Source: an optimization exercise on an open RTL-to-GDS flow (aim: a short achievable clock period and few clock cycles per item). Production flows keep margins and buffers that such runs may drop.
Only simulation tests tie the RTL to the original design; equivalence was not proved.

## lane 1
Design yuv_rgb_top, start of the top module:
module yuv_rgb_top (
	input  logic        Clock,
	input  logic        resetn,
	input  logic        in_valid,
	input  logic [15:0] in_word,
	output logic        in_credit,
	output logic        out_valid,
	output logic [23:0] out_pixel,
	input  logic        out_credit
);
==> flow/config.mk <==
export PLATFORM = sky130hd
export DESIGN_NAME = yuv_rgb_top
export DESIGN_NICKNAME = yuv_rgb_top
export VERILOG_FILES = /design/flow/design.v
export SDC_FILE = /design/flow/constraint.sdc
export NUM_CORES = 4
export LEC_CHECK = 0
export CAP_MARGIN = 20
export CORE_MARGIN = 2
export CORE_UTILIZATION = 70
export SLEW_MARGIN = 20
==> flow/constraint.sdc <==
create_clock -name core_clock -period 12.0 [get_ports {Clock}]
set_input_delay 2.4000 -clock core_clock [delete_from_list [all_inputs] [get_ports {Clock}]]
set_output_delay 2.4000 -clock core_clock [all_outputs]
set_load 0.01 [all_outputs]
standard.sh (not shown) runs the stock make flow with config.mk's settings and CLKGATE_MAP_FILE= SYNTH_SCRIPT=/design/flow/synth_recipe.tcl, a recipe that flattens the netlist after the stock synthesis.
==> flow/flow/run.sh <==
#!/bin/bash
set -euo pipefail
bash standard.sh SETUP_SLACK_MARGIN=9 finish > flow_make.log 2>&1
Having completed the whole flow, lane 1 delivered a layout that passed the timing, design-rule and antenna checks.
Testbench counts of lane 1, summed over its fixed seeds: cycles 20,624, items 20,480.
diff inputs: lane 1 => lane 2
- CTS_CLUSTER_DIAMETER newly set to 80
- CORE_UTILIZATION changed from 70 to 40
- CTS_CLUSTER_SIZE newly set to 30
Results
Against lane 1, lane 2 comes in 7.0% lower on first-pass GRT wire length. Going from lane 1 to lane 2, core area shows an increase of about 80%, final design instance area without fill now sits lower, worst setup slack grew by 110 ps, fmax +3.1%, cell count of the worst reg-to-reg path moved up.
Input-level comparison between lane 3 and lane 2:
- CTS_CLUSTER_SIZE now 25, was 30
- CTS_CLUSTER_DIAMETER now 60, was 80
--- outcome ---
Number of buffers added by the clock tree synthesis step | lane 3 above lane 2
Changes observed in lane 3 relative to lane 2: wire length increased by 0.84% relative to the old numbers, clock latency at the later pin of the worst-skew pair saw little to no change.
Changes in lane 4 relative to lane 3:
- clearing CTS_CLUSTER_DIAMETER, which used to be 60
- clearing CTS_CLUSTER_SIZE, which used to be 25
Findings:
- Having completed the whole flow, lane 4 delivered a layout that passed the timing, design-rule and antenna checks.
- Relative to lane 3, period utilization has increased by 0.30 points in lane 4.
- Looking at met3 track demand over resource in global routing, lane 4 sits 0.25 points below lane 3.
- The sequential cell area on lane 4 is in line with that on lane 3.
- For the data arrival time at the worst-slack endpoint, lane 4 came in 40 ps higher than lane 3 did.
- Lane 3 reports its uppermost metal layer occupied by signal nets as met5 while lane 4 reports met4.
- The buffer count from post-CTS setup fixing of lane 4 is lower than that of lane 3.
- The faster design of the two is lane 3; lane 4 tops out lower.
- There was hardly any difference in met1 track utilization from global routing between lane 4 and lane 3.
- Met2 wire length: lane 4 > lane 3


Another version of the RTL of yuv_rgb_top (not shown whole).
Size: about 5,000 cells after synthesis, ~46 I/O pins.
clock: 12.0 ns
lec_check: 0
cap_margin: 20
core_margin: 2
core_utilization: 40
cts_cluster_diameter: 80
cts_cluster_size: 30
slew_margin: 20
==> flow/flow/run.sh <==
#!/bin/bash
set -euo pipefail
bash standard.sh SETUP_SLACK_MARGIN=8.4 finish > flow_make.log 2>&1
Testbench counts at the start, summed over its fixed seeds: cycles 20,616, items 20,480.
Next try:
==> flow/flow/run.sh (replaced) <==
#!/bin/bash
set -euo pipefail
bash standard.sh SETUP_SLACK_MARGIN=9 finish > flow_make.log 2>&1
Global-route usage climbs by 0.88 points.
Final cell count climbs by 3.4%.
Non-clock buffer count climbs by 236.
Area after synthesis does not change.
Sequential share of layout area drops by 2.9 points.
Flip-flop and latch count stays the same.
Design area climbs by 6.1%.
Core utilization climbs by 2.7 points.
Worst hold slack improves by 31 ps.
Next try:
==> flow/flow/run.sh (replaced) <==
#!/bin/bash
set -euo pipefail
bash standard.sh SETUP_SLACK_MARGIN=8.6 finish > flow_make.log 2>&1
Global-route usage came out lower by 0.95 points.
Via count came out lower by a few percent.
Worst hold slack gains 7.7 ps.
Count of clock-buffer cells in the layout came out lower by 4.
Register-to-register slack loses 30 ps.
Die area does not change.
Final cell count came out lower by a few percent.
Fmax came out higher slightly.
Design area came out lower by a few percent.


Another version of the RTL of yuv_rgb_top (not shown whole).
For scale: ~5100 cells after synthesis, roughly 46 I/O pins.
==> flow/config.mk <==
export PLATFORM = sky130hd
export DESIGN_NAME = yuv_rgb_top
export DESIGN_NICKNAME = yuv_rgb_top
export VERILOG_FILES = /design/flow/design.v
export SDC_FILE = /design/flow/constraint.sdc
export NUM_CORES = 4
export LEC_CHECK = 0
export CAP_MARGIN = 20
export CORE_MARGIN = 2
export CORE_UTILIZATION = 40
export SLEW_MARGIN = 20
==> flow/constraint.sdc <==
create_clock -name core_clock -period 12.0 [get_ports {Clock}]
set_input_delay 2.4000 -clock core_clock [delete_from_list [all_inputs] [get_ports {Clock}]]
set_output_delay 2.4000 -clock core_clock [all_outputs]
set_load 0.01 [all_outputs]
run.sh (not shown) runs the stock make flow with config.mk's settings and CLKGATE_MAP_FILE= SYNTH_SCRIPT=/design/flow/synth_recipe.tcl, a recipe that flattens the netlist after the stock synthesis.
Stock flow here: none of the scripts above is used.
The starting point went through all stages and came out clean.
Testbench counts at the start, summed over its fixed seeds: cycles 20,624, items 20,480.
Then changed:
==> flow/flow/run.sh (new file) <==
#!/bin/bash
set -euo pipefail
bash standard.sh SETUP_SLACK_MARGIN=9 finish > flow_make.log 2>&1
==> flow/standard.sh (new file) <==
#!/bin/bash
# synth_recipe.tcl (not shown) runs the flow's synth.tcl, then flattens the netlist and writes it again
# the make line also repeats each setting of config.mk as NAME=value (left out here)
make -C /OpenROAD-flow-scripts/flow DESIGN_CONFIG=/design/flow/config.mk WORK_HOME=/design/flow/orfs CLKGATE_MAP_FILE= SYNTH_SCRIPT=/design/flow/synth_recipe.tcl "${@:-finish}"
removed: flow/run.sh
The changed run finished clean.
Design area increases by 2.7%.
Critical path depth decreases by 10.
Area after synthesis stays the same.
Cell count increases by 1.7%.
Core utilization increases by 1.2 points.
Sequential share of layout area decreases by 1.3 points.
Worst hold slack improved by 5.4 ps.

re-timing with driven ports:
The results above use ideal ports. As a check the final layouts listed here were re-extracted and re-timed, cells and wires unchanged. Step 1 (the two cells are an assumption about what drives the block):
set clk [get_ports {Clock}]
set_driving_cell -lib_cell sky130_fd_sc_hd__clkbuf_16 $clk
set_driving_cell -lib_cell sky130_fd_sc_hd__buf_2 [delete_from_list [all_inputs] $clk]
Step 2 adds t to the input delays and takes it off the output delays; t is the mean of the earliest and latest rising clock arrival at the registers after step 1. Input paths then give back, and output paths get back, about the clock's delay inside the block. Slacks: ideal / step 1 / step 2; pairs: ideal / step 1.
run | t, ns | setup slack, ns | hold slack, ns
lane 1 | 0.829 | 8.270 / 8.199 / 8.734 | 0.308 / 0.308 / 0.308
lane 2 | 0.796 | 8.382 / 8.306 / 8.703 | 0.330 / 0.330 / 0.330
lane 3 | 0.811 | 8.358 / 8.282 / 8.733 | 0.330 / 0.330 / 0.330
lane 4 | 0.857 | 8.322 / 8.241 / 8.717 | 0.305 / 0.305 / 0.305
the first run of note 2 | 0.774 | 8.367 / 8.295 / 8.561 | 0.293 / 0.293 / 0.293
the second run of note 2 | 0.776 | 8.329 / 8.255 / 8.722 | 0.324 / 0.324 / 0.324
the third run of note 2 | 0.765 | 8.358 / 8.288 / 8.692 | 0.332 / 0.332 / 0.332
the first run of note 3 | 0.839 | 7.675 / 7.675 / 7.675 | 0.319 / 0.319 / 0.319
the second run of note 3 | 0.855 | 8.193 / 8.116 / 8.731 | 0.325 / 0.325 / 0.325
After both steps every run listed still meets setup and hold. Setup slack includes reset recovery checks.
